Context: an optimization exercise on an open-source flow, tuned for small area, a short achievable clock period and few clock cycles. The choices shown serve that exercise and are no tape-out recipe. Function was checked by simulation only, so behaviour that the tests miss may differ from the original. No activity file was given, so power comes from the tool's default toggle rates.

File: run.sh
#!/bin/bash
# synth_recipe.tcl (not shown) runs the flow's synth.tcl, then flattens the netlist and writes it again
# the make line also repeats each setting of config.mk as NAME=value (left out here)
make -C /OpenROAD-flow-scripts/flow DESIGN_CONFIG=/design/flow/config.mk WORK_HOME=/design/flow/orfs CLKGATE_MAP_FILE= SYNTH_SCRIPT=/design/flow/synth_recipe.tcl finish
File: config.mk
export PLATFORM = sky130hd
export DESIGN_NAME = ram_hs
export DESIGN_NICKNAME = ram_hs
export VERILOG_FILES = /design/flow/design.v
export SDC_FILE = /design/flow/constraint.sdc
export NUM_CORES = 4
export LEC_CHECK = 0
export CAP_MARGIN = 20
export CORE_MARGIN = 2
export CORE_UTILIZATION = 40
export SLEW_MARGIN = 20
File: constraint.sdc
create_clock -name core_clock -period 8.0 [get_ports {clk}]
set_input_delay 1.6000 -clock core_clock [delete_from_list [all_inputs] [get_ports {clk}]]
set_output_delay 1.6000 -clock core_clock [all_outputs]
set_load 0.01 [all_outputs]
File: design.v
package ram_hs_pkg;
  localparam int CNT_W           = 4;
  localparam int MAX_WAIT_STATES = (1 << CNT_W) - 1;
  function automatic bit wait_states_ok(input int ws);
    wait_states_ok = (ws >= 0) && (ws <= MAX_WAIT_STATES);
  endfunction
endpackage
module ram_hs_array
#(
  parameter int WIDTH  = 8,
  parameter int ADDR_W = 8
) (
  input  logic              clk,
  input  logic              clr,
  input  logic              we,
  input  logic [ADDR_W-1:0] adr,
  input  logic [WIDTH-1:0]  wdata,
  output logic [WIDTH-1:0]  rdata
);
  localparam int DEPTH = 1 << ADDR_W;
  logic [WIDTH-1:0] mem_r [DEPTH];
  logic [WIDTH-1:0] wd_s;
  assign wd_s = clr ? {WIDTH{1'b0}} : wdata;
  for (genvar i = 0; i < DEPTH; i++) begin : g_word
    always_ff @(posedge clk) begin
      if (clr || (we && adr == ADDR_W'(i))) mem_r[i] <= wd_s;
    end
  end
  assign rdata = mem_r[adr];
endmodule
module ram_hs
#(
  parameter int WIDTH       = 8,
  parameter int ADDR_W      = 8,
  parameter int WAIT_STATES = 2
) (
  input  logic              clk,
  input  logic              reset,
  input  logic              req,
  input  logic              we,
  input  logic [ADDR_W-1:0] adr,
  input  logic [WIDTH-1:0]  writedata,
  output logic [WIDTH-1:0]  memdata,
  output logic              ready,
  output logic              busy
);
  generate
    if (!ram_hs_pkg::wait_states_ok(WAIT_STATES)) begin : g_bad_wait_states
      $error("ram_hs: WAIT_STATES must be within 0..15");
    end
  endgenerate
  logic              clr_r, v_r, we_r, ready_r;
  logic [ADDR_W-1:0] adr_r;
  logic [WIDTH-1:0]  wd_r, memdata_r, rdata_s;
  always_ff @(posedge clk) begin
    clr_r <= reset;
    v_r   <= req && !reset;
    we_r  <= we;
    adr_r <= adr;
    wd_r  <= writedata;
  end
  ram_hs_array #(
    .WIDTH  (WIDTH),
    .ADDR_W (ADDR_W)
  ) u_array (
    .clk   (clk),
    .clr   (clr_r),
    .we    (v_r && we_r),
    .adr   (adr_r),
    .wdata (wd_r),
    .rdata (rdata_s)
  );
  always_ff @(posedge clk) begin
    ready_r   <= v_r && !reset;
    memdata_r <= we_r ? wd_r : rdata_s;
  end
  assign memdata = memdata_r;
  assign ready   = ready_r;
  assign busy    = 1'b0;
endmodule
==> results of run 1 <==
-- synthesized netlist by cell type, drive strengths merged (65+ instances only) --
cell and instances:
edfxtp 2048, a21o 238, buf 237, clkbuf 171, o22ai 153, a22oi 434, a32oi 167, nand3 314
nor2 144, nand2 65, nand4 130, a222oi 66
-- power by group through the flow --
stage	clock, mW	combinational [mW]	sequential, mW
2_1_floorplan	0	0.593	13.3
3_3_place_gp	0	1.68	13.5
3_5_place_dp	0	1.69	13.5
4_1_cts	10.1	1.69	13.2
5_1_grt	10.5	1.74	13.3
6_report	10.3	1.88	13.3
-- path summary, 6_finish.rpt --
kind                                        from  depth (start not counted)  slack [ns]                   end
worst max-delay path            adr_r[3]$_DFF_P_                         11        1.99  memdata_r[7]$_DFF_P_
worst min-delay path                 v_r$_DFF_P_                          1        0.50       ready_r$_DFF_P_
worst max register to register  adr_r[3]$_DFF_P_                         11        1.99  memdata_r[7]$_DFF_P_
worst min register to register       v_r$_DFF_P_                          1        0.50       ready_r$_DFF_P_
-- layer usage --
layer  share of wire (%)  GRT usage, %
met4                  10          38.1
met5                0.16          1.14
met3                  18          27.3
met1                  33          57.8
met2                  38          62.9
-- final cells by class --
cell class              instances  area, um2
inverters                       5       18.8
clock buffers                 271       5740
clock inverters               138       1240
fillers                     17200     107000
multi-input cells            2326      16500
repair buffers                342       3090
flip-flops and latches       2076      62100
well taps                    2656       3320
diodes                         43        108
-- critical path, stage by stage, from the launching register on --
cell and delay [ns]:
dfxtp_2 0.66, buf_4 0.54, and4b_4 0.46, buf_4 0.36
nand3_1 0.38, nand4_1 0.16, nor4_1 1.16, nand4_1 0.41
nor4_1 1.12, buf_4 0.25, and4_1 0.20, o31ai_1 0.07
-- logic make-up after synthesis --
group	share of synthesized area (%)
xor gates and xnor gates	0.0439
muxes	0.0376
DFF	77.7
buffers and inverters	2.32
AOI/OAI and AO/OA	13.2
other	0.00469
and+or+nand+nor	6.66
-- cells in the final DEF, fill, tap and decap left out, types with 19 or more instances in the layout --
cell type,instances
edfxtp_1,2048
a22oi_1,432
nand3_1,313
buf_4,271
clkbuf_16,222
a21o_1,216
a32oi_1,167
o22ai_1,153
nand4_1,129
nor2_1,120
a222oi_1,66
nand2_1,65
a22o_1,63
a21oi_1,62
and3_1,59
clkinv_1,56
nor4_1,55
clkbuf_1,49
diode_2,43
clkinv_2,42
a221oi_1,37
nor3_1,30
buf_12,30
or4_1,28
clkdlybuf4s50_1,28
nor2_2,23
a21o_2,22
bufinv_16,19
dfxtp_1,19
-- stage by stage --
step | util, % | instance area [um2]
after floorplan | - | 79900
after global placement | 42.5 | 84600
after detailed placement | 42.6 | 84800
after CTS | 46.1 | 91800
after global routing | 46.2 | 92000
final | 46.3 | 92100
-- sequential cells by signal (all words and copies together), names as in the netlist --
register and cells:
u_array.mem_r 2048, adr_r 8, memdata_r 8, wd_r 8, clr_r 1, ready_r 1
v_r 1, we_r 1
==> metrics.md, run 1 <==
| Metric | Value |
|---|---|
| Status | `no timing/DRC/antenna violations` |
| DP Cell Count | `7391` |
| CTS tree | `yes` |
| Register area share after synthesis | `77.7%` |
| CTS max path bufs | `3` |
| PortBufs | `28` |
| Mapped Nets | `4835` |
| Clock latency (worst-skew pair) | `0.91 ns` |
| Final Slew Violations | `0` |
| PwrDens | `276 nW/um2` |
| Vias per Instance | `7.95` |
| Synth top area cells | `edfxtp_1, a22oi_1, a21o_1, nand3_1, a32oi_1` |
| Routed wire per std cell | `64.0 um` |
| Router iterations before antenna repair | `9` |
| Synthesis Warnings | `3` |
| Async SR Flop Fraction | `0%` |
| EDFF count, synth | `2048` |
| Critical path required time | `8.74 ns` |
| Unrepaired setup endpoints after global routing | `false` |
| Routability Congestion | `1.14` |
| Switch Pwr | `6.52 mW` |
| Slew headroom | `6.18%` |
| Cell-internal power | `18.9 mW` |
| Kind of critical path | `reg -> reg` |
| Total CTS buffers | `221` |
| Max Fanout on Critical Path | `37` |
| Place WS | `2.63 ns` |
| Layout Skew | `0.0362 ns` |
| Setup crit start kind | `register` |
| Max Clk Rate | `166 MHz` |
| Critical Path End Type | `register` |
| Final Hold Vio Count | `0` |
| Cts hold-fix bufs | `0` |
| Boundary pin count | `30` |
| Die Wd | `451 um` |
| Root buffer cell | `clkbuf_16` |
| Comb power frac | `7.4%` |
| Die ar. | `203000 um2` |
| Arr. time, crit path | `6.75 ns` |
| Final worst setup slack | `1.99 ns` |
| Synth cell types | `76` |
| Switching share of power | `25.6%` |
| Pin count of the biggest net entering global routing | `174` |
| Reg power frac | `52.2%` |
| Part of the cycle the worst path needs | `75.1%` |
| Post_cts resized | `0` |
| Class of the tightest hold or removal check | `reg -> reg` |
| Synth Instances | `4815` |
| Drc violations | `0` |
| Leakage power figure | `30.3 nW` |
| Synthesized area | `79900 um2` |
| Worst slew pin tran | `1.39 ns` |
| Final wirelength | `503 mm` |
| Die H | `451 um` |
| Nets | `4992` |
| Synth area leader | `edfxtp_1` |
| Min cycle time layout | `6.01 ns` |
| Vias in the first global route | `52800` |
| Post-route ant nets | `0` |
| Initial antenna violation count | `71` |
| Post-synthesis register bit count | `2076` |
| Share of the synthesized area in the top cell type | `77.0%` |
| First-pass GRT wire length | `619 mm` |
| Mean Syn Cell Area | `16.6 um2` |
| Finished Layout Cells | `7857` |
| Clock Power Share | `40.4%` |
| Layout cell share with drive strength beyond 1 | `14.8%` |
| # Post-CTS Setup Buffers | `0` |
| Worst hold slack | `0.502 ns` |
| Final setup fails | `0` |
| Placeable core area | `199000 um2` |
| Sink Count | `2076` |
| Routed vias | `62500` |
| # rows | `164` |
| Max-cap violation count | `0` |
| Max VDD drop | `0.248 mV` |
| Hpwl dp | `327 mm` |
| Clock Pin Slew Worst Setup and Hold Paths | `0.06 ns` |
| CTS H-tree depth | `4` |
| Initial core utilization | `40.1%` |
| Setup_tns | `0 ns` |
| DR iter-0 viols | `16800` |
| Remaining global-route overflow | `0` |
| All-layer global routing usage | `48.3%` |
| Top FF cell, synth | `edfxtp_1` |
| Total power | `25.4 mW` |
| Synthesis-to-finish area growth | `15.2%` |
Testbench counts, summed over its fixed seeds: cycles 12,016.
==> run 2: changes to the inputs <==
--- a/design.v
+++ b/design.v
@@ -10,23 +10,27 @@
   parameter int WIDTH  = 8,
   parameter int ADDR_W = 8
 ) (
-  input  logic              clk,
-  input  logic              clr,
-  input  logic              we,
-  input  logic [ADDR_W-1:0] adr,
-  input  logic [WIDTH-1:0]  wdata,
-  output logic [WIDTH-1:0]  rdata
+  input  logic                      clk,
+  input  logic [(1<<(ADDR_W/2))-1:0] wsel_h,   
+  input  logic [(1<<(ADDR_W-ADDR_W/2))-1:0] wsel_l,  
+  input  logic [(1<<(ADDR_W/2))-1:0] wsel_h_n,  
+  input  logic [(1<<(ADDR_W-ADDR_W/2))-1:0] wsel_l_n,
+  input  logic [WIDTH-1:0]          wdata_n,   
+  input  logic [ADDR_W-1:0]         radr,
+  output logic [WIDTH-1:0]          rdata      
 );
   localparam int DEPTH = 1 << ADDR_W;
+  localparam int LO_W  = ADDR_W - ADDR_W/2;
   logic [WIDTH-1:0] mem_r [DEPTH];
-  logic [WIDTH-1:0] wd_s;
-  assign wd_s = clr ? {WIDTH{1'b0}} : wdata;
   for (genvar i = 0; i < DEPTH; i++) begin : g_word
+    logic en, en_n;
+    assign en   = !(wsel_h_n[i >> LO_W] || wsel_l_n[i % (1 << LO_W)]);
+    assign en_n = !(wsel_h[i >> LO_W] && wsel_l[i % (1 << LO_W)]);
     always_ff @(posedge clk) begin
-      if (clr || (we && adr == ADDR_W'(i))) mem_r[i] <= wd_s;
+      mem_r[i] <= ~((wdata_n | {WIDTH{en_n}}) & (mem_r[i] | {WIDTH{en}}));
     end
   end
-  assign rdata = mem_r[adr];
+  assign rdata = mem_r[radr];
 endmodule
 module ram_hs
 #(
@@ -49,9 +53,13 @@
       $error("ram_hs: WAIT_STATES must be within 0..15");
     end
   endgenerate
-  logic              clr_r, v_r, we_r, ready_r;
+  localparam int HI_W = ADDR_W / 2;
+  localparam int LO_W = ADDR_W - HI_W;
+  logic              clr_r, v_r, we_r, ready_r, par_r;
   logic [ADDR_W-1:0] adr_r;
-  logic [WIDTH-1:0]  wd_r, memdata_r, rdata_s;
+  logic [WIDTH-1:0]  wd_r, memdata_r, rdata_s, wdata_n_s;
+  logic [(1<<HI_W)-1:0] wsel_h_r, wsel_h_n_r;
+  logic [(1<<LO_W)-1:0] wsel_l_r, wsel_l_n_r;
   always_ff @(posedge clk) begin
     clr_r <= reset;
     v_r   <= req && !reset;
@@ -59,20 +67,37 @@
     adr_r <= adr;
     wd_r  <= writedata;
   end
+  always_ff @(posedge clk) begin
+    for (int h = 0; h < (1 << HI_W); h++) begin
+      wsel_h_r[h]   <= reset || (req && we && adr[ADDR_W-1:LO_W] == HI_W'(h));
+      wsel_h_n_r[h] <= !(reset || (req && we && adr[ADDR_W-1:LO_W] == HI_W'(h)));
+    end
+    for (int l = 0; l < (1 << LO_W); l++) begin
+      wsel_l_r[l]   <= reset || adr[LO_W-1:0] == LO_W'(l);
+      wsel_l_n_r[l] <= !(reset || adr[LO_W-1:0] == LO_W'(l));
+    end
+  end
+  always_ff @(posedge clk) begin
+    if (clr_r) par_r <= 1'b0;
+    else       par_r <= !par_r;
+  end
+  assign wdata_n_s = clr_r ? {WIDTH{1'b1}} : ~(wd_r ^ {WIDTH{!par_r}});
   ram_hs_array #(
     .WIDTH  (WIDTH),
     .ADDR_W (ADDR_W)
   ) u_array (
-    .clk   (clk),
-    .clr   (clr_r),
-    .we    (v_r && we_r),
-    .adr   (adr_r),
-    .wdata (wd_r),
-    .rdata (rdata_s)
+    .clk     (clk),
+    .wsel_h   (wsel_h_r),
+    .wsel_l   (wsel_l_r),
+    .wsel_h_n (wsel_h_n_r),
+    .wsel_l_n (wsel_l_n_r),
+    .wdata_n (wdata_n_s),
+    .radr    (adr_r),
+    .rdata   (rdata_s)
   );
   always_ff @(posedge clk) begin
     ready_r   <= v_r && !reset;
-    memdata_r <= we_r ? wd_r : rdata_s;
+    memdata_r <= we_r ? wd_r : (rdata_s ^ {WIDTH{par_r}});
   end
   assign memdata = memdata_r;
   assign ready   = ready_r;
==> metrics.md, run 2 <==
| Metric | Value |
|---|---|
| Status | `did not finish` |
| Last stage | `5_1_grt` |
| Error | `[ERROR GRT-0116] Global routing finished with congestion. Check the congestion regions in the DRC Viewer.` |
| Die H | `437 um (-3.1%)` |
| Sink Count | `2141 (+3.1%)` |
| Boundary pin count | `30 (unchanged)` |
| # Post-CTS Setup Buffers | `0 (unchanged)` |
| DP Cell Count | `9628 (+30%)` |
| CTS H-tree depth | `4 (unchanged)` |
| Synth Instances | `7508 (+56%)` |
| Mean Syn Cell Area | `9.98 um2 (-40%)` |
| # rows | `158 (-3.7%)` |
| Cts hold-fix bufs | `0 (unchanged)` |
| Synthesis Warnings | `3 (unchanged)` |
| Vias in the first global route | `88600` |
| Post_cts resized | `0 (unchanged)` |
| Hpwl dp | `443 mm (+35%)` |
| Synth top area cells | `dfxtp_1, o22ai_1, a22oi_1, clkbuf_1, nor2_1` |
| Pin count of the biggest net entering global routing | `149` |
| All-layer global routing usage | `71.9%` |
| Die Wd | `437 um (-3.1%)` |
| Synth area leader | `dfxtp_1` |
| Most instantiated cells after synthesis | `o22ai_1, dfxtp_1, a22oi_1, clkbuf_1, nor2_1` |
| Root buffer cell | `clkbuf_16` |
| Top FF cell, synth | `dfxtp_1` |
| CTS max path bufs | `3 (unchanged)` |
| Remaining global-route overflow | `1` |
| EDFF count, synth | `0 (-100%)` |
| Initial core utilization | `40.3% (+0.21 points)` |
| Synth cell types | `78 (+2.6%)` |
| Post-synthesis register bit count | `2141 (+3.1%)` |
| PortBufs | `28 (unchanged)` |
| Total CTS buffers | `215 (-2.7%)` |
| First-pass GRT wire length | `922 mm` |
| Share of the synthesized area in the top cell type | `57.2% (-20 points)` |
| Mapped Nets | `7528 (+56%)` |
| Synthesized area | `75000 um2 (-6.2%)` |
| Register area share after synthesis | `57.2% (-21 points)` |
| Place WS | `2.32 ns (-0.317 ns)` |
| Most frequent cell after synthesis | `o22ai_1` |
| Async SR Flop Fraction | `0% (unchanged)` |
| Routability Congestion | `1.51 (+32%)` |
## run 2: changes by cell type after synthesis, moves of 38 or more
cell | previous run | this run
nor2_1 | 144 | 415
o22ai_1 | 153 | 2229
nand3_1 | 313 | 236
nand2_1 | 65 | 338
a21o_1 | 238 | 20
inv_1 | 5 | 43
dfxtp_1 | 28 | 2141
clkbuf_1 | 171 | 440
edfxtp_1 | 2048 | 0
## run 2: cells by family after synthesis
logic type	synth area share [%]
buf+inv	4.02
simple gates	9.08
other cells	0.00500
flops	57.2
mux	0.110
xor+xnor	0.129
compound gates	29.5
## run 2: how the worst max path moves through the flow
stage                     slack [ns]  depth (start not counted)              endpoint
after detailed placement        2.32                         10  memdata_r[2]$_DFF_P_
after CTS                       2.32                         10  memdata_r[2]$_DFF_P_
after global placement          1.97                         10  memdata_r[6]$_DFF_P_
after floorplan                 5.28                         12  memdata_r[5]$_DFF_P_
## run 2: per-layer routing
layer | track usage [%] | overflow
met5 | 53.6 | 0
met4 | 65.4 | 0
met3 | 67.7 | 0
met2 | 79.3 | 1
met1 | 72.3 | 0
## run 2: stage by stage
step	utilization, %	instance area [um2]
2_1_floorplan	-	75000
3_3_place_gp	42.1	78200
3_5_place_dp	42.4	78800
4_1_cts	46.4	86200
## run 2: power by group through the flow
stage / Combinational (mW) / Clock [mW] / Sequential, mW
after floorplan: 2.06 / 0 / 13.4
after global placement: 3.43 / 0 / 14.9
after detailed placement: 3.54 / 0 / 14.9
after CTS: 3.54 / 10.6 / 14.7
Testbench counts of run 2, summed over its fixed seeds: cycles 12,016.
==> run 3: changes to the inputs <==
--- a/design.v
+++ b/design.v
@@ -11,26 +11,32 @@
   parameter int ADDR_W = 8
 ) (
   input  logic                      clk,
-  input  logic [(1<<(ADDR_W/2))-1:0] wsel_h,   
+  input  logic [(1<<(ADDR_W/2))-1:0] wsel_h,    
   input  logic [(1<<(ADDR_W-ADDR_W/2))-1:0] wsel_l,  
   input  logic [(1<<(ADDR_W/2))-1:0] wsel_h_n,  
   input  logic [(1<<(ADDR_W-ADDR_W/2))-1:0] wsel_l_n,
   input  logic [WIDTH-1:0]          wdata_n,   
-  input  logic [ADDR_W-1:0]         radr,
+  input  logic [(1<<(ADDR_W/2))-1:0] rsel_h,    
   output logic [WIDTH-1:0]          rdata      
 );
   localparam int DEPTH = 1 << ADDR_W;
   localparam int LO_W  = ADDR_W - ADDR_W/2;
   logic [WIDTH-1:0] mem_r [DEPTH];
+  logic [WIDTH-1:0] term [DEPTH];
   for (genvar i = 0; i < DEPTH; i++) begin : g_word
-    logic en, en_n;
+    logic en, en_n, rs_n;
     assign en   = !(wsel_h_n[i >> LO_W] || wsel_l_n[i % (1 << LO_W)]);
     assign en_n = !(wsel_h[i >> LO_W] && wsel_l[i % (1 << LO_W)]);
+    assign rs_n = !(rsel_h[i >> LO_W] && wsel_l[i % (1 << LO_W)]);
     always_ff @(posedge clk) begin
       mem_r[i] <= ~((wdata_n | {WIDTH{en_n}}) & (mem_r[i] | {WIDTH{en}}));
     end
+    assign term[i] = mem_r[i] | {WIDTH{rs_n}};
   end
-  assign rdata = mem_r[radr];
+  always_comb begin
+    rdata = {WIDTH{1'b1}};
+    for (int i = 0; i < DEPTH; i++) rdata = rdata & term[i];
+  end
 endmodule
 module ram_hs
 #(
@@ -55,45 +61,42 @@
   endgenerate
   localparam int HI_W = ADDR_W / 2;
   localparam int LO_W = ADDR_W - HI_W;
-  logic              clr_r, v_r, we_r, ready_r, par_r;
-  logic [ADDR_W-1:0] adr_r;
-  logic [WIDTH-1:0]  wd_r, memdata_r, rdata_s, wdata_n_s;
-  logic [(1<<HI_W)-1:0] wsel_h_r, wsel_h_n_r;
+  logic              clr_r, v_r, we_r, ready_r, par_r, par_s;
+  logic [WIDTH-1:0]  wd_r, wdata_n_r, memdata_r, rdata_s;
+  logic [(1<<HI_W)-1:0] wsel_h_r, wsel_h_n_r, rsel_h_r;
   logic [(1<<LO_W)-1:0] wsel_l_r, wsel_l_n_r;
+  assign par_s = clr_r ? 1'b0 : !par_r;
+  always_ff @(posedge clk) par_r <= par_s;
   always_ff @(posedge clk) begin
     clr_r <= reset;
     v_r   <= req && !reset;
     we_r  <= we;
-    adr_r <= adr;
     wd_r  <= writedata;
+    wdata_n_r <= reset ? {WIDTH{1'b1}} : (writedata ^ {WIDTH{par_s}});
   end
   always_ff @(posedge clk) begin
     for (int h = 0; h < (1 << HI_W); h++) begin
       wsel_h_r[h]   <= reset || (req && we && adr[ADDR_W-1:LO_W] == HI_W'(h));
       wsel_h_n_r[h] <= !(reset || (req && we && adr[ADDR_W-1:LO_W] == HI_W'(h)));
+      rsel_h_r[h]   <= adr[ADDR_W-1:LO_W] == HI_W'(h);
     end
     for (int l = 0; l < (1 << LO_W); l++) begin
       wsel_l_r[l]   <= reset || adr[LO_W-1:0] == LO_W'(l);
       wsel_l_n_r[l] <= !(reset || adr[LO_W-1:0] == LO_W'(l));
     end
   end
-  always_ff @(posedge clk) begin
-    if (clr_r) par_r <= 1'b0;
-    else       par_r <= !par_r;
-  end
-  assign wdata_n_s = clr_r ? {WIDTH{1'b1}} : ~(wd_r ^ {WIDTH{!par_r}});
   ram_hs_array #(
     .WIDTH  (WIDTH),
     .ADDR_W (ADDR_W)
   ) u_array (
-    .clk     (clk),
+    .clk      (clk),
     .wsel_h   (wsel_h_r),
     .wsel_l   (wsel_l_r),
     .wsel_h_n (wsel_h_n_r),
     .wsel_l_n (wsel_l_n_r),
-    .wdata_n (wdata_n_s),
-    .radr    (adr_r),
-    .rdata   (rdata_s)
+    .wdata_n  (wdata_n_r),
+    .rsel_h   (rsel_h_r),
+    .rdata    (rdata_s)
   );
   always_ff @(posedge clk) begin
     ready_r   <= v_r && !reset;
--- a/config.mk
+++ b/config.mk
@@ -7,5 +7,6 @@
 export LEC_CHECK = 0
 export CAP_MARGIN = 20
 export CORE_MARGIN = 2
-export CORE_UTILIZATION = 40
+export CORE_UTILIZATION = 55
+export SETUP_SLACK_MARGIN = 5
 export SLEW_MARGIN = 20
==> metrics.md, run 3 <==
| Metric | Value |
|---|---|
| Unrepaired setup endpoints after global routing | `true` |
| Worst hold path startpoint | `v_r$_DFF_P_` |
| Routability Congestion | `1.04 (-31%)` |
| Worst slew pin tran | `1.32 ns` |
| Largest Register | `u_array.mem_r` |
| All-layer global routing usage | `50.5%` |
| Worst setup startpoint | `rsel_h_r[10]$_DFF_P_` |
| Routed vias | `71900` |
| Synthesized area | `74100 um2 (-1.1%)` |
| Switching share of power | `28.7%` |
| Synth top area cells | `dfxtp_1, o22ai_1, nand2b_1, clkbuf_1, nor2_1` |
| Slew headroom | `11.9%` |
| Mapped Nets | `7436 (-1.2%)` |
| Die H | `371 um (-15%)` |
| Largest register FFs | `2048` |
| Commonest non-fill, non-tap cells in the layout | `o22ai_1, dfxtp_1, nand2b_1` |
| Die Wd | `371 um (-15%)` |
| Remaining global-route overflow | `0` |
| Max-cap violation count | `0` |
| Leakage power figure | `32.0 nW` |
| Critical Path End Type | `register` |
| Kind of critical path | `reg -> reg` |
| Synth area leader | `dfxtp_1` |
| Status | `no timing/DRC/antenna violations` |
| Final Slew Violations | `0` |
| Most frequent cell after synthesis | `o22ai_1` |
| Routed wire per std cell | `39.1 um` |
| Clock latency (worst-skew pair) | `0.86 ns` |
| CTS max path bufs | `3 (unchanged)` |
| Synth Instances | `7416 (-1.2%)` |
| Synthesis Warnings | `4 (+1)` |
| Placeable core area | `134000 um2` |
| Mean Syn Cell Area | `9.99 um2 (about the same)` |
| Layout cell share with drive strength beyond 1 | `12.4%` |
| Min cycle time layout | `3.56 ns` |
| CTS H-tree depth | `4 (unchanged)` |
| Die ar. | `138000 um2` |
| Total power | `28.3 mW` |
| FF-to-FF setup slack | `4.44 ns` |
| Final setup fails | `0` |
| Initial core utilization | `55.5% (+15 points)` |
| Top FF cell, synth | `dfxtp_1` |
| Setup_tns | `0 ns` |
| Reg-to-reg endpoint | `memdata_r[3]$_DFF_P_` |
| Nets | `7375` |
| Class of the tightest hold or removal check | `reg -> reg` |
| Most instantiated cells after synthesis | `o22ai_1, dfxtp_1, nand2b_1, clkbuf_1, nor2_1` |
| Root buffer cell | `clkbuf_16` |
| Clock Pin Slew Worst Setup and Hold Paths | `0.07 ns` |
| Clock Power Share | `36.5%` |
| Register area share after synthesis | `58.3% (+1.1 points)` |
| Hpwl dp | `220 mm (-50%)` |
| First-pass GRT wire length | `496 mm` |
| Worst setup path endpoint | `memdata_r[3]$_DFF_P_` |
| Critical path required time | `8.74 ns` |
| Final Hold Vio Count | `0` |
| PortBufs | `28 (unchanged)` |
| Router iterations before antenna repair | `10` |
| Sink Count | `2157 (+0.75%)` |
| Reg power frac | `49.5%` |
| Vias per Instance | `7.71` |
| EDFF count, synth | `0 (unchanged)` |
| Post-synthesis register bit count | `2157 (+0.75%)` |
| Max Fanout on Critical Path | `15` |
| Post-route ant nets | `0` |
| Switch Pwr | `8.12 mW` |
| Share of the synthesized area in the top cell type | `58.3% (+1.1 points)` |
| Max VDD drop | `0.225 mV` |
| Initial antenna violation count | `24` |
| Vias in the first global route | `64900` |
| DR iter-0 viols | `12500` |
| Reg2reg start | `rsel_h_r[10]$_DFF_P_` |
| Final worst setup slack | `4.44 ns` |
| Boundary pin count | `30 (unchanged)` |
| Pin count of the biggest net entering global routing | `156` |
| Final wirelength | `365 mm` |
| Reg2Reg Depth | `8` |
| Cell-internal power | `20.2 mW` |
| Setup crit start kind | `register` |
| Async SR Flop Fraction | `0% (unchanged)` |
| Place WS | `3.24 ns (+0.922 ns)` |
| Arr. time, crit path | `4.30 ns` |
| Most common cell after layout, fill and taps aside | `o22ai_1` |
| Synth cell types | `60 (-23%)` |
| # rows | `134 (-15%)` |
| PwrDens | `325 nW/um2` |
| Comb power frac | `14.0%` |
| Total CTS buffers | `208 (-3.3%)` |
| CTS tree | `yes` |
| Worst hold slack | `0.443 ns` |
| Max Clk Rate | `281 MHz` |
| Layout Skew | `0.0299 ns` |
| Synthesis-to-finish area growth | `17.5%` |
| Part of the cycle the worst path needs | `44.5%` |
| Drc violations | `0` |
==> run 3: how the worst min path moves through the flow <==
| stage | endpoint | slack [ns] | cells past startpoint |
|---|---|---|---|
| after CTS | u_array.mem_r[73][6]$_DFF_P_ | 0.45 | 1 |
| after floorplan | ready_r$_DFF_P_ | 0.41 | 1 |
| after detailed placement | ready_r$_DFF_P_ | 0.44 | 1 |
| final | ready_r$_DFF_P_ | 0.44 | 1 |
| after global placement | ready_r$_DFF_P_ | 0.42 | 1 |
| after global routing | u_array.mem_r[39][1]$_DFF_P_ | 0.46 | 1 |
==> run 3: power groups by stage <==
stage | sequential, mW | clock [mW] | combinational [mW]
floorplan | 13.5 | 0 | 2.39
global placement | 14.1 | 0 | 3.37
detailed placement | 14.1 | 0 | 3.46
CTS | 13.9 | 10.3 | 3.67
global route | 14.1 | 10.7 | 4.06
finish | 14.0 | 10.3 | 3.97
==> run 3: area by class of cell <==
| cell class | count | area (um2) |
|---|---|---|
| Clock inverter | 71 | 947 |
| Fill cell | 10900 | 46500 |
| Clock buffer | 309 | 6180 |
| Antenna cell | 22 | 55.1 |
| Tap cell | 1768 | 2210 |
| Timing Repair Buffer | 299 | 4020 |
| Inverter | 64 | 513 |
| Sequential cell | 2157 | 43300 |
| Timing Repair inverter | 12 | 106 |
| Multi-Input combinational cell | 4613 | 29700 |
==> run 3: worst max-delay path, cell delays in order, from the launching register on <==
cell	delay, ns
dfxtp_4	0.39
buf_12	0.18
nand2b_1	0.11
o2111ai_1	0.17
a222oi_1	0.94
nand4_1	0.55
or4_4	0.57
o31a_1	0.25
o31a_1	0.26
==> run 3: kinds of logic (layout without fill, tap and decap cells) <==
kind of cell / after synthesis / count (layout) / synth area share, %
AO/OA/AOI/OAI: 3232 / 3232 / 28.4
flip-flops: 2157 / 2157 / 58.3
other: 1 / 23 / 0.00506
AND/OR/NAND/NOR: 1372 / 1372 / 9.56
buffers and inverters: 646 / 755 / 3.65
XOR/XNOR: 8 / 8 / 0.0946
==> run 3: what timing repair did <==
action	4_1_cts	5_1_grt
cloned	35	11
setup endpoints to repair	17	8
buffers inserted	47	49
resized for setup	472	155
hold buffers	0	0
pin swaps	67	88
==> run 3: per-layer routing <==
layer  share of wire (%)  vias to the layer above  GRT usage [%]  routed length [um]
met5               0.055                        -              0                 202
met4                  10                       18           40.9               36600
met3                  15                     1655           19.9               54000
met2                  40                     6128           69.4              145000
met1                  35                    34900           62.3              129000
li1                    -                    29200              -                   -
==> run 3: per-stage QoR <==
stage          instances  utilization [%]  area (um2)
4_1_cts             9231             64.1       85600
5_1_grt             9293             65.1       87000
2_1_floorplan       7416                -       74100
3_5_place_dp        8769             56.4       75400
3_3_place_gp        8765             56.4       75300
6_report            9315             65.2       87100
Testbench counts of run 3, summed over its fixed seeds: cycles 12,016.
==> run 4: changes to the inputs <==
--- a/config.mk
+++ b/config.mk
@@ -7,6 +7,6 @@
 export LEC_CHECK = 0
 export CAP_MARGIN = 20
 export CORE_MARGIN = 2
-export CORE_UTILIZATION = 55
+export CORE_UTILIZATION = 40
 export SETUP_SLACK_MARGIN = 5
 export SLEW_MARGIN = 20
==> metrics.md, run 4 <==
| Metric | Value |
|---|---|
| Worst slew pin tran | `1.36 ns (+0.0417 ns)` |
| Worst hold slack | `0.446 ns (+0.00318 ns)` |
| CP cell instances | `buf_16 -> nand2b_4 -> o2111ai_4 -> a222oi_1 -> nand4_1 -> or4_4 -> o31a_1 -> o31a_1` |
| Top cell family by delay on the critical path | `compound AO/OA/AOI/OAI gates` |
| Setup_tns | `0 ns (unchanged)` |
| CTS H-tree depth | `4 (unchanged)` |
| Most used cell, CP | `o31a_1` |
| Max-cap violation count | `0 (unchanged)` |
| Die Wd | `434 um (+17%)` |
| Drc violations | `0 (unchanged)` |
| Mapped Nets | `7436 (unchanged)` |
| Sink Count | `2157 (unchanged)` |
| Min cycle time layout | `3.60 ns (+0.0408 ns)` |
| Die H | `434 um (+17%)` |
| Vias in the first global route | `64900 (+0.072%)` |
| Most instantiated cells after synthesis | `o22ai_1, dfxtp_1, nand2b_1, clkbuf_1, nor2_1` |
| Top FF cell, synth | `dfxtp_1` |
| First-pass GRT wire length | `495 mm (-0.27%)` |
| Initial antenna violation count | `23 (-4.2%)` |
| # rows | `157 (+17%)` |
| Kind of critical path | `reg -> reg` |
| FF-to-FF setup slack | `4.40 ns (-0.04 ns)` |
| Routed wire per std cell | `36.2 um (-7.6%)` |
| Remaining global-route overflow | `0 (unchanged)` |
| Final Slew Violations | `0 (unchanged)` |
| Crit path buf inv count | `1 (unchanged)` |
| Status | `no timing/DRC/antenna violations` |
| Share of the synthesized area in the top cell type | `58.3% (unchanged)` |
| Slew headroom | `9.10% (-2.8 points)` |
| Reg2reg start | `rsel_h_r[13]$_DFF_P_` |
| Filler instances | `16900 (+55%)` |
| Synth top area cells | `dfxtp_1, o22ai_1, nand2b_1, clkbuf_1, nor2_1` |
| Commonest non-fill, non-tap cells in the layout | `o22ai_1, dfxtp_1, nand2b_1` |
| Clock Power Share | `36.8% (+0.3 points)` |
| Final setup fails | `0 (unchanged)` |
| Setup crit start kind | `register` |
| Max Clk Rate | `277 MHz (-1.1%)` |
| Synthesis-to-finish area growth | `19.3%` |
| Worst setup path endpoint | `memdata_r[4]$_DFF_P_` |
| Layout Skew | `0.0424 ns (+0.0125 ns)` |
| Router iterations before antenna repair | `9 (-1)` |
| Comb power frac | `13.7% (-0.3 points)` |
| Leakage power figure | `32.2 nW (+0.62%)` |
| CP max-delay cell | `a222oi_1` |
| Largest Register | `u_array.mem_r` |
| Die ar. | `189000 um2 (+37%)` |
| Synth Instances | `7416 (unchanged)` |
| Pin count of the biggest net entering global routing | `153 (-1.9%)` |
| Synthesized area | `74100 um2 (unchanged)` |
| Placeable core area | `184000 um2 (+37%)` |
| Final wirelength | `363 mm (-0.44%)` |
| Part of the cycle the worst path needs | `45.1% (+0.51 points)` |
| Async SR Flop Fraction | `0% (unchanged)` |
| Layout cell share with drive strength beyond 1 | `12.8% (+0.43 points)` |
| Switch Pwr | `8.28 mW (+2.0%)` |
| Total CTS buffers | `215 (+3.4%)` |
| PwrDens | `321 nW/um2 (-1.2%)` |
| CTS tree | `yes` |
| Post-synthesis register bit count | `2157 (unchanged)` |
| Vias per Instance | `7.06 (-8.4%)` |
| Synth area leader | `dfxtp_1` |
| Mean Syn Cell Area | `9.99 um2 (unchanged)` |
| Cell-internal power | `20.1 mW (-0.32%)` |
| Reg-to-reg endpoint | `memdata_r[4]$_DFF_P_` |
| PortBufs | `28 (unchanged)` |
| Synth cell types | `60 (unchanged)` |
| Reg2Reg Depth | `8 (unchanged)` |
| Post-route ant nets | `0 (unchanged)` |
| Max Fanout on Critical Path | `5 (-10)` |
| Switching share of power | `29.2% (+0.48 points)` |
| Critical Path End Type | `register` |
| Clock Pin Slew Worst Setup and Hold Paths | `0.06 ns (about the same)` |
| Class of the tightest hold or removal check | `reg -> reg` |
| Initial core utilization | `40.3% (-15 points)` |
| Most common cell after layout, fill and taps aside | `o22ai_1` |
| Routed vias | `70900 (-1.4%)` |
| Boundary pin count | `30 (unchanged)` |
| Final Hold Vio Count | `0 (unchanged)` |
| Nets | `7375 (unchanged)` |
| Crit-path max cell delay | `1.03 ns (+0.09 ns)` |
| Post-route cell area | `88400 um2 (+1.5%)` |
| EDFF count, synth | `0 (unchanged)` |
| Placed inst area | `76100 um2 (+1.0%)` |
| Most frequent cell after synthesis | `o22ai_1` |
| Clock latency (worst-skew pair) | `0.90 ns (+0.04 ns)` |
| CTS max path bufs | `3 (unchanged)` |
| Root buffer cell | `clkbuf_16` |
| Cts hold-fix bufs | `0 (unchanged)` |
| Number of cells on the critical path | `8 (unchanged)` |
| Routability Congestion | `1.04 (about the same)` |
| Unrepaired setup endpoints after global routing | `true` |
| Reg power frac | `49.5% (about the same)` |
| DR iter-0 viols | `11000 (-12%)` |
| Arr. time, crit path | `4.37 ns (+0.07 ns)` |
| All-layer global routing usage | `36.4% (-14 points)` |
| Synthesis Warnings | `4 (unchanged)` |
| Max VDD drop | `0.206 mV (-8.5%)` |
| Register area share after synthesis | `58.3% (unchanged)` |
| Largest register FFs | `2048 (unchanged)` |
| Worst setup startpoint | `rsel_h_r[13]$_DFF_P_` |
| Hpwl dp | `223 mm (+1.3%)` |
| WHS Path Cells | `1 (unchanged)` |
| Critical path required time | `8.77 ns (+0.03 ns)` |
==> run 4: metal layers <==
layer / track usage [%] / up-vias / wire length, um
li1: - / 29100 / -
met3: 13.1 / 1445 / 49700
met1: 45.7 / 34800 / 135000
met2: 50.2 / 5433 / 144000
met4: 28.2 / 18 / 33800
met5: 0.307 / - / 398
==> run 4: repair_timing <==
| item | CTS | global route |
|---|---|---|
| gates resized for setup | 548 | 112 |
| buffers inserted | 66 | 46 |
| hold endpoints to repair | 0 | 0 |
| endpoints found under the setup margin | 17 | 11 |
| cloned | 24 | 15 |
| pin swaps | 69 | 46 |
==> run 4: logic make-up (layout without fill, tap and decap cells) <==
group / after synthesis / count (layout) / synth area share [%]
AO/OA/AOI/OAI: 3232 / 3232 / 28.4
buffers and inverters: 646 / 776 / 3.65
AND/OR/NAND/NOR: 1372 / 1372 / 9.56
XOR/XNOR: 8 / 8 / 0.0946
other: 1 / 24 / 0.00506
flip-flops: 2157 / 2157 / 58.3
==> run 4: worst min-delay path by stage <==
stage | slack [ns] | endpoint | startpoint
4_1_cts | 0.45 | u_array.mem_r[119][0]$_DFF_P_ | u_array.mem_r[119][0]$_DFF_P_
5_1_grt | 0.46 | u_array.mem_r[49][0]$_DFF_P_ | u_array.mem_r[49][0]$_DFF_P_
3_5_place_dp | 0.44 | u_array.mem_r[52][4]$_DFF_P_ | u_array.mem_r[52][4]$_DFF_P_
6_report | 0.45 | u_array.mem_r[84][6]$_DFF_P_ | u_array.mem_r[84][6]$_DFF_P_
3_3_place_gp | 0.43 | u_array.mem_r[26][1]$_DFF_P_ | u_array.mem_r[26][1]$_DFF_P_
2_1_floorplan | 0.41 | ready_r$_DFF_P_ | v_r$_DFF_P_
==> run 4: cell type report <==
type                       instances  area (um2)  share of cell area (%)
timing repair buffer             298        4050                    4.57
sequential                      2157       43400                    49.0
multi-input combinational       4613       30100                    34.0
inverter                          64         472                   0.533
tap                             2464        3080                    3.49
clock inverter                    76         910                    1.03
antenna                           23        57.6                  0.0651
timing repair inverter             6        51.3                  0.0580
clock buffer                     332        6380                    7.21
==> run 4: metrics by stage <==
| stage | setup slack, ns | total power [mW] | cells | util [%] |
|---|---|---|---|---|
| global placement | 3.27 | 17.4 | 9449 | 41.4 |
| detailed placement | 3.46 | 17.5 | 9451 | 41.4 |
| finish | 4.40 | 28.4 | 10000 | 48.1 |
| floorplan | 5.56 | 15.9 | 7416 | - |
| global route | 4.53 | 29.0 | 10000 | 48.1 |
| CTS | 4.79 | 28.0 | 9949 | 47.4 |
==> run 4: power by group through the flow <==
| stage | Combinational, mW | Clock [mW] | Sequential [mW] |
|---|---|---|---|
| finish | 3.88 | 10.4 | 14.1 |
| global route | 3.99 | 10.9 | 14.2 |
| CTS | 3.62 | 10.4 | 13.9 |
| detailed placement | 3.40 | 0 | 14.1 |
| global placement | 3.31 | 0 | 14.1 |
| floorplan | 2.39 | 0 | 13.5 |

-- port drivers added, routing unchanged --
In the flow no input, the clock included, has a driving cell. The finished layouts below were timed again as built, in two steps. Step 1 sets driving cells, clkbuf_16 on the clock port and buf_2 on the other inputs (assumed; they add their load-dependent delay and slew). Step 2 also shifts input and output timing later by t, the mid clock arrival at the registers, as if the neighbouring blocks saw the same clock. Three values: ideal, step 1, step 2; two values: the first two.
| run | shift t [ns] | slack for setup (ns) | worst hold slack (ns) | worst register clock-pin slew, ns |
|---|---|---|---|---|
| run 1 | 0.999 | 1.992 / 1.992 / 1.992 | 0.502 / 0.502 / 0.502 | 0.07 / 0.07 |
| run 3 | 0.924 | 4.437 / 4.437 / 4.437 | 0.443 / 0.443 / 0.443 | 0.07 / 0.07 |
| run 4 | 0.976 | 4.396 / 4.396 / 4.396 | 0.446 / 0.446 / 0.446 | 0.07 / 0.07 |
After both steps every run listed still meets setup and hold.
